Context: an optimization exercise on an open-source flow, tuned for small area. The choices shown serve that exercise and are no tape-out recipe.
Where RTL was checked, it was by simulation tests only, not by an equivalence proof against the original.
Function not checked in run 2: the RTL went through the layout flow alone.
No activity file was given, so power comes from the tool's default toggle rates.

`flow/run.sh`:
```
#!/bin/bash
# synth_recipe.tcl (not shown) runs the flow's synth.tcl, then flattens the netlist and writes it again
# the make line also repeats each setting of config.mk as NAME=value (left out here)
make -C /OpenROAD-flow-scripts/flow DESIGN_CONFIG=/design/flow/config.mk WORK_HOME=/design/flow/orfs CLKGATE_MAP_FILE= SYNTH_SCRIPT=/design/flow/synth_recipe.tcl finish
```
`flow/config.mk`:
```
export PLATFORM = sky130hd
export DESIGN_NAME = wb_regfile
export DESIGN_NICKNAME = wb_regfile
export VERILOG_FILES = /design/flow/design.v
export SDC_FILE = /design/flow/constraint.sdc
export NUM_CORES = 4
export LEC_CHECK = 0
export CAP_MARGIN = 20
export CORE_MARGIN = 2
export CORE_UTILIZATION = 35
export SETUP_SLACK_MARGIN = 0.5
export SLEW_MARGIN = 20
export SYNTH_HIERARCHICAL = 1
```
`flow/constraint.sdc`:
```
create_clock -name core_clock -period 7.0 [get_ports {clk}]
set_input_delay 1.4000 -clock core_clock [delete_from_list [all_inputs] [get_ports {clk}]]
set_output_delay 1.4000 -clock core_clock [all_outputs]
set_load 0.01 [all_outputs]
```
`flow/design.v`:
```
package wb_pkg;
   localparam int XLEN   = 32;
   localparam int NREGS  = 32;
   localparam int REG_AW = $clog2(NREGS);
   localparam int CNT_W  = 64;
   typedef enum logic [1:0] {
      WB_ALU,
      WB_MEM,
      WB_IMM,
      WB_PC4
   } wb_sel_e;
endpackage
import wb_pkg::*;
module rf_nand2 (input logic a, b, output logic y);
   assign y = ~(a & b);
endmodule
module rf_o21ai (input logic a1, a2, b1, output logic y);
   assign y = ~((a1 | a2) & b1);
endmodule
module rf_aoi222 (input logic a1, a2, b1, b2, c1, c2, output logic y);
   assign y = ~((a1 & a2) | (b1 & b2) | (c1 & c2));
endmodule
module rf_nand4 (input logic a, b, c, d, output logic y);
   assign y = ~(a & b & c & d);
endmodule
module rf_or3 (input logic a, b, c, output logic y);
   assign y = a | b | c;
endmodule
module rf_hold_bit (
   input  logic en_n,
   input  logic wdn,
   input  logic q,
   output logic d
);
   logic t;
   rf_nand2 u_n (.a(q), .b(en_n), .y(t));
   rf_o21ai u_o (.a1(en_n), .a2(wdn), .b1(t), .y(d));
endmodule
module rf_read_bit (
   input  logic [NREGS-1:0] sel,
   input  logic [NREGS-1:0] data,
   output logic             y
);
   logic [11:0] t;
   for (genvar k = 0; k < 10; k++) begin : g_aoi
      rf_aoi222 u_a (
         .a1(sel[3*k]),   .a2(data[3*k]),
         .b1(sel[3*k+1]), .b2(data[3*k+1]),
         .c1(sel[3*k+2]), .c2(data[3*k+2]),
         .y (t[k])
      );
   end
   rf_nand2 u_n30 (.a(sel[30]), .b(data[30]), .y(t[10]));
   rf_nand2 u_n31 (.a(sel[31]), .b(data[31]), .y(t[11]));
   logic [2:0] u;
   rf_nand4 u_g0 (.a(t[0]), .b(t[1]), .c(t[2]),  .d(t[3]),  .y(u[0]));
   rf_nand4 u_g1 (.a(t[4]), .b(t[5]), .c(t[6]),  .d(t[7]),  .y(u[1]));
   rf_nand4 u_g2 (.a(t[8]), .b(t[9]), .c(t[10]), .d(t[11]), .y(u[2]));
   rf_or3   u_o  (.a(u[0]), .b(u[1]), .c(u[2]), .y(y));
endmodule
module regfile_2r1w (
   input  logic              clk,
   input  logic              reset,
   input  logic              we,
   input  logic [REG_AW-1:0] waddr,
   input  logic [XLEN-1:0]   wdata,
   input  logic [REG_AW-1:0] raddr1,
   input  logic [REG_AW-1:0] raddr2,
   output logic [XLEN-1:0]   rdata1,
   output logic [XLEN-1:0]   rdata2
);
   logic [XLEN-1:0]  regs   [1:NREGS-1];
   logic [XLEN-1:0]  regs_d [1:NREGS-1];
   logic [NREGS-1:1] valid;
   logic [NREGS-1:1] wsel;
   logic [NREGS-1:1] wsel_n;
   logic [XLEN-1:0]  wdata_n;
   logic [NREGS-1:0] rsel1, rsel2;
   always_comb begin
      for (int i = 1; i < NREGS; i++)
         wsel[i] = we && (waddr == REG_AW'(i));
      wsel_n  = ~wsel;
      wdata_n = ~wdata;
   end
   for (genvar i = 1; i < NREGS; i++) begin : g_word
      for (genvar b = 0; b < XLEN; b++) begin : g_bit
         rf_hold_bit u_h (
            .en_n (wsel_n[i]),
            .wdn  (wdata_n[b]),
            .q    (regs[i][b]),
            .d    (regs_d[i][b])
         );
      end
   end
   always_ff @(posedge clk) begin
      for (int i = 1; i < NREGS; i++)
         regs[i] <= regs_d[i];
   end
   always_ff @(posedge clk or posedge reset) begin
      if (reset)
         valid <= '0;
      else
         valid <= valid | wsel;
   end
   always_comb begin
      rsel1[31] = !reset && we && (waddr != '0) && (waddr == raddr1);
      rsel2[31] = !reset && we && (waddr != '0) && (waddr == raddr2);
      for (int i = 1; i < NREGS; i++) begin
         rsel1[i-1] = (raddr1 == REG_AW'(i)) && valid[i] && !wsel[i];
         rsel2[i-1] = (raddr2 == REG_AW'(i)) && valid[i] && !wsel[i];
      end
   end
   for (genvar b = 0; b < XLEN; b++) begin : g_bit
      logic [NREGS-1:0] col;
      always_comb begin
         col[31] = wdata[b];
         for (int i = 1; i < NREGS; i++)
            col[i-1] = regs[i][b];
      end
      rf_read_bit u_rd1 (.sel(rsel1), .data(col), .y(rdata1[b]));
      rf_read_bit u_rd2 (.sel(rsel2), .data(col), .y(rdata2[b]));
   end
endmodule
import wb_pkg::*;
module wb_regfile (
   input  logic              clk,
   input  logic              reset,
   input  logic [XLEN-1:0]   alu_result_in,
   input  logic [XLEN-1:0]   read_data_in,
   input  logic [XLEN-1:0]   imm_in,
   input  logic [XLEN-1:0]   pc_plus_4_in,
   input  logic              reg_write_in,
   input  logic              mem_to_reg_in,
   input  logic              jump_in,
   input  logic              uilu_in,
   input  logic [REG_AW-1:0] write_reg_in,
   input  logic              retire_in,
   input  logic              instret_wr_lo,
   input  logic              instret_wr_hi,
   input  logic [XLEN-1:0]   instret_wdata,
   input  logic [REG_AW-1:0] rs1_addr,
   input  logic [REG_AW-1:0] rs2_addr,
   output logic [XLEN-1:0]   rs1_data,
   output logic [XLEN-1:0]   rs2_data,
   output logic [XLEN-1:0]   wb_data,
   output logic              wb_we,
   output logic [CNT_W-1:0]  instret
);
   logic [1:0]       sel;
   logic [CNT_W-1:0] instret_q;
   always_comb begin
      if (jump_in)
         sel = WB_PC4;
      else if (uilu_in)
         sel = WB_IMM;
      else if (mem_to_reg_in)
         sel = WB_MEM;
      else
         sel = WB_ALU;
   end
   always_comb begin
      wb_data = alu_result_in;
      unique case (sel)
         WB_PC4:  wb_data = pc_plus_4_in;
         WB_IMM:  wb_data = imm_in;
         WB_MEM:  wb_data = read_data_in;
         WB_ALU:  wb_data = alu_result_in;
         default: wb_data = alu_result_in;
      endcase
   end
   assign wb_we = reg_write_in && (write_reg_in != '0);
   regfile_2r1w u_rf (
      .clk    (clk),
      .reset  (reset),
      .we     (wb_we),
      .waddr  (write_reg_in),
      .wdata  (wb_data),
      .raddr1 (rs1_addr),
      .raddr2 (rs2_addr),
      .rdata1 (rs1_data),
      .rdata2 (rs2_data)
   );
   logic [CNT_W-1:0] instret_inc;
   always_comb begin
      instret_inc = retire_in ? instret_q + CNT_W'(1) : instret_q;
      if (instret_wr_lo)
         instret_inc[31:0] = instret_wdata;
      if (instret_wr_hi)
         instret_inc[63:32] = instret_wdata;
   end
   always_ff @(posedge clk or posedge reset) begin
      if (reset)
         instret_q <= '0;
      else
         instret_q <= instret_inc;
   end
   assign instret = instret_q;
endmodule
```
==> run summary, run 1 <==
RePlAce Congestion 0.923; post-route setup TNS 0 ns; Layout area overhead 26.2%; Antenna Violating Nets Remaining 0; Clk pin slew, worst setup/hold paths 0.06 ns; Mapped Cells 4968; post-synthesis cell area 44500 um^2; Hold WS 0.472 ns; Overflow after GRT 0; Die Ht 361 um; area of the multi-input gates 22400 um^2; nets 5748; slew margin rel. 21.4%; Initial Util 35.3%; MaxCap Viol Count 0; Startpoint Class primary input; Inserted Clock Buffers 112; sequential share of power 48.9%; FF/Latch Area 22200 um^2; vias in the first global route 43500; share of synthesized registers carrying an async set or reset 8.74%; Post-Layout Cell Count 7314; Layout fillers 12300; Max Root-Sink Buffers 3; placed cells 7094; Yosys reg bits 1087; Synth Net Count 5153; first-pass GRT wire length 295000 um; insertion delay to the later sink of the worst-skew pair 0.71 ns; initial antenna violation count 11; Warnings, synthesis 11; Cell variety after synth 66; post-layout min period 6.50 ns; vias per cell 6.52; HPWL after detailed placement 132000 um; core area 126000 um^2; Die W 361 um; register area share after synthesis 50.0%; Post-synth EDFFs 0; total vias in the final route 47700; final wirelength 207000 um; Hold/Removal Path Class flip-flop to flip-flop; synth cell count leaders 1266 x nand2_1, 1006 x o21ai_1, 992 x dfxtp_1; H-Tree Depth 3; CP Max Fanout 14; Clock Skews 0.0120 ns; Initial DRC Count 10400; outcome finished clean; Clock Power Share 36.9%; layout cells sized above 1 9.78%; switch share 28.9%; NetSw 4.94 mW; design area 56200 um^2; root buf cell clkbuf_16; Synth top area share 44.6%; GRT Overall Usage 30.1%; number of buffers inserted by hold repair at cts 0; IO Pins 345; critical path required time 5.60 ns; Mean Syn Cell Area 8.96 um^2; die area 130000 um^2; leakage dissipation 20.6 nW; largest net degree at the start of global routing 65; most frequent cell after synthesis nand2_1; Row Count 130; Power Density 304 nW/um^2; DR pass1 iterations 14; Max Fclk 0.154 GHz; CP Capture Type output pin; Slew @ Worst Pin 1.17 ns; P_int 12.1 mW; worst vdd ir 0.000236 V; Synth area leader dfxtp_1; Synth Flop Type dfxtp_1; crit share post-route 92.9%; number of remaining DRC errors 0; WS Path Type primary input to output pin; endpoints failing hold 0; CP arrival 5.10 ns; # setup viols final 0; Comb pwr share 14.2%; TritonCTS clock tree yes; fin. max-slew vios 0; CTS sink count 1087; ranking of synthesized cells by area dfxtp_1 45%, a222oi_1 14%, o21ai_1 11%; I/O Buffers 344; Placement Cell Area 52000 um^2; RSZ-0062 raised after global routing false; WL/cell 28.3 um
## cells by family after synthesis
group / Yosys count / share of synthesized area [%]
adders and majority gates: 1 / 0.0281
DFF: 1087 / 50.0
xor gates and xnor gates: 44 / 0.866
AOI/OAI and AO/OA: 1826 / 28.1
muxes: 37 / 0.841
buffers and inverters: 105 / 1.03
and+or+nand+nor: 1868 / 19.2
## what timing repair did
item	in CTS	in global routing
buffers inserted	1	0
hold endpoints to repair	0	0
resized for setup	36	9
pin swaps	5	7
endpoints found under the setup margin	64	36
## power groups by stage
stage / Sequential [mW] / Clock [mW] / Combinational, mW
after detailed placement: 8.40 / 0 / 2.34
after floorplan: 8.16 / 0 / 1.41
final: 8.35 / 6.30 / 2.42
after global placement: 8.36 / 0 / 2.27
after CTS: 8.29 / 6.35 / 2.36
after global routing: 8.47 / 6.61 / 2.66
## worst max-delay path, cell delays in order
cell,delay [ns]
clkdlybuf4s50_1,0.47
or4_1,0.11
o21a_1,0.13
or4b_4,0.53
o21ai_2,0.26
nor4_4,0.08
buf_4,0.24
a222oi_1,0.53
nand4_1,0.28
or3_1,0.50
clkdlybuf4s50_1,0.53
## per-stage QoR
stage	util (%)	setup WS (ns)	total power [mW]
final	44.6	0.500	17.1
after global routing	44.6	0.498	17.7
after CTS	44.5	0.588	17.0
after detailed placement	41.3	0.251	10.7
after global placement	41.2	0.297	10.6
after floorplan	-	0.303	9.57
## metal layers
| layer | global-route usage (%) | vias up | share of wire [%] |
|---|---|---|---|
| li1 | - | 21000 | - |
| met1 | 38.9 | 22500 | 38 |
| met2 | 45.9 | 3588 | 43 |
| met3 | 8.83 | 629 | 14 |
| met4 | 14.5 | 6 | 4.9 |
| met5 | 0 | - | 0.10 |
## state kept, by name (all words and copies together), names as in the netlist
| signal | count |
|---|---|
| instret_q | 64 |
| u_rf.regs | 992 |
| u_rf.valid | 31 |
## per-module statistics from Yosys (local to each module, per instance), a selection
| module | flip-flops and latches | cells inside | cell area, um^2 | copies in the design |
|---|---|---|---|---|
| rf_nand2 | 0 | 1 | 3.75 | 1120 |
| rf_or3 | 0 | 1 | 6.26 | 64 |
| wb_regfile | 64 | 653 | 5000 | 1 |
| rf_aoi222 | 0 | 1 | 10.0 | 640 |
| regfile_2r1w | 1023 | 1307 | 22300 | 1 |
| rf_o21ai | 0 | 1 | 5.00 | 992 |
| rf_nand4 | 0 | 1 | 6.26 | 192 |
## cell type report
class	instances	share of cell area, %
repair buffers	542	9.52
clock inverters	47	0.978
inverters	44	0.294
flip-flops and latches	1087	39.6
clock buffers	161	5.94
diodes	7	0.0312
well taps	1650	3.68
multi-input cells	3776	40.0
## worst paths after layout
| kind | start | endpoint | slack, ns | depth (start not counted) |
|---|---|---|---|---|
| setup / recovery | write_reg_in[3] | rs1_data[25] | 0.50 | 11 |
| hold / removal | u_rf.valid[8]$_DFF_PP0_ | u_rf.valid[8]$_DFF_PP0_ | 0.47 | 1 |
| setup reg to reg | instret_q[0]$_DFFE_PP0P_ | instret_q[37]$_DFFE_PP0P_ | 4.33 | 5 |
| hold reg to reg | u_rf.valid[8]$_DFF_PP0_ | u_rf.valid[8]$_DFF_PP0_ | 0.47 | 1 |
| max in group asynchronous | reset | instret_q[45]$_DFFE_PP0P_ | 4.81 | 3 |
| min in group asynchronous | reset | instret_q[50]$_DFFE_PP0P_ | 1.58 | 3 |
## cell usage in the layout (no fill, tap or decap), types with 29 or more instances in the layout
master and instances:
clkdlybuf4s50_1 337, dfxtp_1 992, dfrtp_1 95, nand2_2 29, mux2i_1 34, nand3_1 39, a21oi_1 36, o21ai_0 71
buf_4 158, nand2_1 1235, inv_1 37, nor2_1 63, o21ai_1 1008, nand4_1 221, clkbuf_16 118, a222oi_1 640
nor3_2 46, or3_1 75
==> run 2, diff against run 1 <==
==> flow/design.v (replaced) <==
package wb_pkg;
   localparam int XLEN   = 32;
   localparam int NREGS  = 32;
   localparam int REG_AW = $clog2(NREGS);
   localparam int CNT_W  = 64;
   typedef enum logic [1:0] {
      WB_ALU,
      WB_MEM,
      WB_IMM,
      WB_PC4
   } wb_sel_e;
endpackage
import wb_pkg::*;
module regfile_2r1w (
   input  logic              clk,
   input  logic              reset,
   input  logic              we,
   input  logic [REG_AW-1:0] waddr,
   input  logic [XLEN-1:0]   wdata,
   input  logic [REG_AW-1:0] raddr1,
   input  logic [REG_AW-1:0] raddr2,
   output logic [XLEN-1:0]   rdata1,
   output logic [XLEN-1:0]   rdata2
);
   logic [XLEN-1:0] regs [NREGS];
   logic            wr_ok;
   assign wr_ok = we && (waddr != '0);
   always_ff @(posedge clk or posedge reset) begin
      if (reset) begin
         for (int i = 0; i < NREGS; i++)
            regs[i] <= '0;
      end else if (wr_ok) begin
         regs[waddr] <= wdata;
      end
   end
   always_comb begin
      rdata1 = '0;
      if (reset || raddr1 == '0)
         rdata1 = '0;
      else if (wr_ok && waddr == raddr1)
         rdata1 = wdata;
      else
         rdata1 = regs[raddr1];
   end
   always_comb begin
      rdata2 = '0;
      if (reset || raddr2 == '0)
         rdata2 = '0;
      else if (wr_ok && waddr == raddr2)
         rdata2 = wdata;
      else
         rdata2 = regs[raddr2];
   end
endmodule
import wb_pkg::*;
module wb_regfile (
   input  logic              clk,
   input  logic              reset,
   input  logic [XLEN-1:0]   alu_result_in,
   input  logic [XLEN-1:0]   read_data_in,
   input  logic [XLEN-1:0]   imm_in,
   input  logic [XLEN-1:0]   pc_plus_4_in,
   input  logic              reg_write_in,
   input  logic              mem_to_reg_in,
   input  logic              jump_in,
   input  logic              uilu_in,
   input  logic [REG_AW-1:0] write_reg_in,
   input  logic              retire_in,
   input  logic              instret_wr_lo,
   input  logic              instret_wr_hi,
   input  logic [XLEN-1:0]   instret_wdata,
   input  logic [REG_AW-1:0] rs1_addr,
   input  logic [REG_AW-1:0] rs2_addr,
   output logic [XLEN-1:0]   rs1_data,
   output logic [XLEN-1:0]   rs2_data,
   output logic [XLEN-1:0]   wb_data,
   output logic              wb_we,
   output logic [CNT_W-1:0]  instret
);
   logic [1:0]       sel;
   logic [CNT_W-1:0] instret_q;
   always_comb begin
      if (jump_in)
         sel = WB_PC4;
      else if (uilu_in)
         sel = WB_IMM;
      else if (mem_to_reg_in)
         sel = WB_MEM;
      else
         sel = WB_ALU;
   end
   always_comb begin
      wb_data = alu_result_in;
      unique case (sel)
         WB_PC4:  wb_data = pc_plus_4_in;
         WB_IMM:  wb_data = imm_in;
         WB_MEM:  wb_data = read_data_in;
         WB_ALU:  wb_data = alu_result_in;
         default: wb_data = alu_result_in;
      endcase
   end
   assign wb_we = reg_write_in && (write_reg_in != '0);
   regfile_2r1w u_rf (
      .clk    (clk),
      .reset  (reset),
      .we     (wb_we),
      .waddr  (write_reg_in),
      .wdata  (wb_data),
      .raddr1 (rs1_addr),
      .raddr2 (rs2_addr),
      .rdata1 (rs1_data),
      .rdata2 (rs2_data)
   );
   logic [CNT_W-1:0] instret_inc;
   always_comb begin
      instret_inc = retire_in ? instret_q + CNT_W'(1) : instret_q;
      if (instret_wr_lo)
         instret_inc[31:0] = instret_wdata;
      if (instret_wr_hi)
         instret_inc[63:32] = instret_wdata;
   end
   always_ff @(posedge clk or posedge reset) begin
      if (reset)
         instret_q <= '0;
      else
         instret_q <= instret_inc;
   end
   assign instret = instret_q;
endmodule
--- a/flow/config.mk
+++ b/flow/config.mk
@@ -10,4 +10,3 @@
 export CORE_UTILIZATION = 35
 export SETUP_SLACK_MARGIN = 0.5
 export SLEW_MARGIN = 20
-export SYNTH_HIERARCHICAL = 1
==> run 2 against run 1 <==
Still clean on timing, DRC and antenna. Die area is 21% higher. First-iteration DRC count is 9.9% higher. Hold slack better by 0.038 ns. Clock-buffer cell count is 2 higher. Fmax is 2.5% lower. Via count is 22% higher. Largest cell class is now sequential cells. Highest routed layer unchanged.
==> run summary, run 2 <==
Post-Layout Cell Count 8536 (was 7314); WL/cell 40.1 um (was 28.3 um); Initial DRC Count 11400 (was 10400); Slew @ Worst Pin 1.39 ns (was 1.17 ns); Cell variety after synth 82 (was 66); Clock Skews 0.00931 ns (was 0.0120 ns); most common cell after layout, fill and taps aside dfrtp_1 (was nand2_1); Mapped Cells 6076 (was 4968); Yosys reg bits 1056 (was 1087); critical path required time 5.60 ns (about the same); endpoints failing hold 0 (unchanged); Initial Util 35.2% (was 35.3%); Post-synth EDFFs 0 (unchanged); largest net degree at the start of global routing 167 (was 65); Row Count 144 (was 130); MaxCap Viol Count 0 (unchanged); biggest regs u_rf.regs (992), instret_q (64) (was u_rf.regs (992), instret_q (64), u_rf.valid (31)); most frequent cell after synthesis dfrtp_1 (was nand2_1); Synth Net Count 6261 (was 5153); root buf cell clkbuf_16 (unchanged); # setup viols final 0 (unchanged); vias in the first global route 53600 (was 43500); synth cell count leaders 1056 x dfrtp_1, 761 x nor2_1, 733 x a21oi_1 (was 1266 x nand2_1, 1006 x o21ai_1, 992 x dfxtp_1); CP Capture Type output pin (unchanged); Die W 397 um (was 361 um); Synth area leader dfrtp_1 (was dfxtp_1); Hold WS 0.509 ns (was 0.472 ns); Synth top area share 48.8% (was 44.6%); layout cells sized above 1 12.5% (was 9.78%); post-synthesis cell area 54100 um^2 (was 44500 um^2); vias per cell 6.83 (was 6.52); Clk pin slew, worst setup/hold paths 0.06 ns (about the same); Antenna Violating Nets Remaining 0 (unchanged); CTS sink count 1056 (was 1087); Hold/Removal Path Class flip-flop to flip-flop (unchanged); register area share after synthesis 48.8% (was 50.0%); RePlAce Congestion 1.10 (was 0.923); Layout fillers 15000 (was 12300); fin. max-slew vios 0 (unchanged); number of flip-flops in the largest register 992 (unchanged); nets 6550 (was 5748); Max Fclk 0.150 GHz (was 0.154 GHz); placed cells 8273 (was 7094); RSZ-0062 raised after global routing true (was false); number of remaining DRC errors 0 (unchanged); DR pass1 iterations 10 (was 14); IO Pins 345 (unchanged); Die Ht 397 um (was 361 um); CP arrival 5.27 ns (was 5.10 ns); CP Max Fanout 32 (was 14); initial antenna violation count 23 (was 11); H-Tree Depth 3 (unchanged); Warnings, synthesis 3 (was 11); I/O Buffers 344 (unchanged); Power Density 295 nW/um^2 (was 304 nW/um^2); Layout area overhead 22.4% (was 26.2%); Top reg by flops u_rf.regs (unchanged); Placement Cell Area 61700 um^2 (was 52000 um^2); core area 154000 um^2 (was 126000 um^2); Overflow after GRT 0 (unchanged); post-layout min period 6.67 ns (was 6.50 ns); number of buffers inserted by hold repair at cts 0 (unchanged); TritonCTS clock tree yes (unchanged); Max Root-Sink Buffers 3 (unchanged); Mean Syn Cell Area 8.91 um^2 (was 8.96 um^2); design area 66200 um^2 (was 56200 um^2); ranking of synthesized cells by area dfrtp_1 49%, a22oi_1 8.2%, a21oi_1 6.8% (was dfxtp_1 45%, a222oi_1 14%, o21ai_1 11%); GRT Overall Usage 42.3% (was 30.1%); Startpoint Class primary input (unchanged); commonest non-fill, non-tap cells in the layout 1056 x dfrtp_1, 721 x a21oi_1, 713 x nor2_1 (was 1235 x nand2_1, 1008 x o21ai_1, 992 x dfxtp_1); leakage dissipation 27.7 nW (was 20.6 nW); die area 158000 um^2 (was 130000 um^2); outcome finished clean (unchanged); post-place setup slack -0.0375 ns (was 0.251 ns); insertion delay to the later sink of the worst-skew pair 0.80 ns (was 0.71 ns); WS Path Type primary input to output pin (unchanged); final worst slack 0.334 ns (was 0.500 ns); post-route setup TNS 0 ns (unchanged); crit share post-route 95.2% (was 92.9%); Synth Flop Type dfrtp_1 (was dfxtp_1); slew margin rel. 6.83% (was 21.4%); total vias in the final route 58300 (was 47700); worst vdd ir 0.000212 V (was 0.000236 V); share of synthesized registers carrying an async set or reset 100% (was 8.74%); final wirelength 343000 um (was 207000 um); HPWL after detailed placement 230000 um (was 132000 um); Inserted Clock Buffers 119 (was 112); first-pass GRT wire length 461000 um (was 295000 um)
==> run 2: cell count changes after synthesis, sizes merged, moves of 631 or more <==
cell | previous run | this run
nand2 | 1266 | 594
a21oi | 36 | 733
dfxtp | 992 | 0
nor2 | 63 | 789
o21ai | 1094 | 435
dfrtp | 95 | 1056
a222oi | 640 | 9
==> run 2: what timing repair did <==
action,in CTS,in global routing
pin swaps,2,6
resized for setup,8,6
buffers inserted,3,11
setup endpoints to repair,14,11
==> run 2: cell type report <==
cell class / instances / area (um^2) / area share, %
antenna: 23 / 57.6 / 0.0869
clock buffer: 163 / 3380 / 5.11
clock inverter: 62 / 878 / 1.33
inverter: 58 / 221 / 0.334
multi-input combinational: 4388 / 25900 / 39.1
sequential: 1056 / 26400 / 39.9
tap: 2044 / 2560 / 3.86
timing repair buffer: 742 / 6790 / 10.3
==> run 2: kinds of logic after synthesis <==
| group | Yosys count | synth area share (%) |
|---|---|---|
| fa+ha+maj | 1 | 0.0231 |
| flops | 1056 | 48.8 |
| compound gates | 2167 | 25.4 |
| xor+xnor | 73 | 1.18 |
| mux | 134 | 2.65 |
| simple gates | 2013 | 17.1 |
| buf+inv | 632 | 4.82 |
==> run 2: worst paths after layout <==
path                                             startpoint  slack [ns]  depth (start not counted)                            end
worst max-delay path                            rs1_addr[0]        0.33                         10                   rs1_data[21]
worst min-delay path            u_rf.regs[8][5]$_DFFE_PP0P_        0.51                          2    u_rf.regs[8][5]$_DFFE_PP0P_
worst max register to register     instret_q[2]$_DFFE_PP0P_        4.41                          6      instret_q[63]$_DFFE_PP0P_
worst min register to register  u_rf.regs[8][5]$_DFFE_PP0P_        0.51                          2    u_rf.regs[8][5]$_DFFE_PP0P_
max in group asynchronous                             reset        2.87                          5  u_rf.regs[16][13]$_DFFE_PP0P_
min in group asynchronous                             reset        1.62                          3   u_rf.regs[2][30]$_DFFE_PP0P_
==> run 2: where the power goes <==
part	switching (mW)	internal, mW	total, mW
logic	2.11	1.38	3.49
clock network	2.87	4.02	6.90
registers	1.75	7.43	9.18
==> run 2: metrics by stage <==
step	power, mW	util [%]
after floorplan	10.4	-
after global placement	12.4	40.1
after detailed placement	12.5	40.1
after CTS	19.3	42.9
after global routing	20.1	43.0
final	19.6	43.0
==> run 2: critical path, stage by stage <==
cell,delay (ns)
buf_2,0.42
buf_4,0.58
xor2_1,0.14
nor2_1,0.18
and4_4,0.83
buf_4,0.33
nor4_1,0.08
a21boi_1,0.51
buf_4,0.21
clkdlybuf4s50_1,0.52
==> run 2: layer usage <==
| metal | part of all wire [%] | global-route usage (%) | up-vias |
|---|---|---|---|
| li1 | - | - | 22700 |
| met5 | 0.038 | 0 | - |
| met3 | 15 | 18.1 | 1656 |
| met1 | 37 | 53.1 | 28300 |
| met4 | 8.7 | 29.8 | 20 |
| met2 | 40 | 58.0 | 5612 |

==> what the ideal ports hide <==
How much do the figures lean on ideal ports? The routed layouts below were timed once more, with nothing changed but the port constraints.
Step 1 sets driving cells, clkbuf_16 on the clock port and buf_2 on the other inputs (assumed; they add their load-dependent delay and slew).
Step 2 also shifts input and output timing later by t, the mid clock arrival at the registers, as if the neighbouring blocks saw the same clock.
Three values: no drivers, after step 1, after step 2; two values: the first two.
run	t (ns)	setup WS [ns]	pins driven straight from the clock port
run 1	0.791	0.500 / 0.448 / 0.448	1
run 2	0.858	0.334 / 0.306 / 0.306	1
After both steps every run listed still meets setup and hold. The setup slack of run 1, which loses most, moves by -0.052 ns with the drivers and by -0.052 ns with both steps.
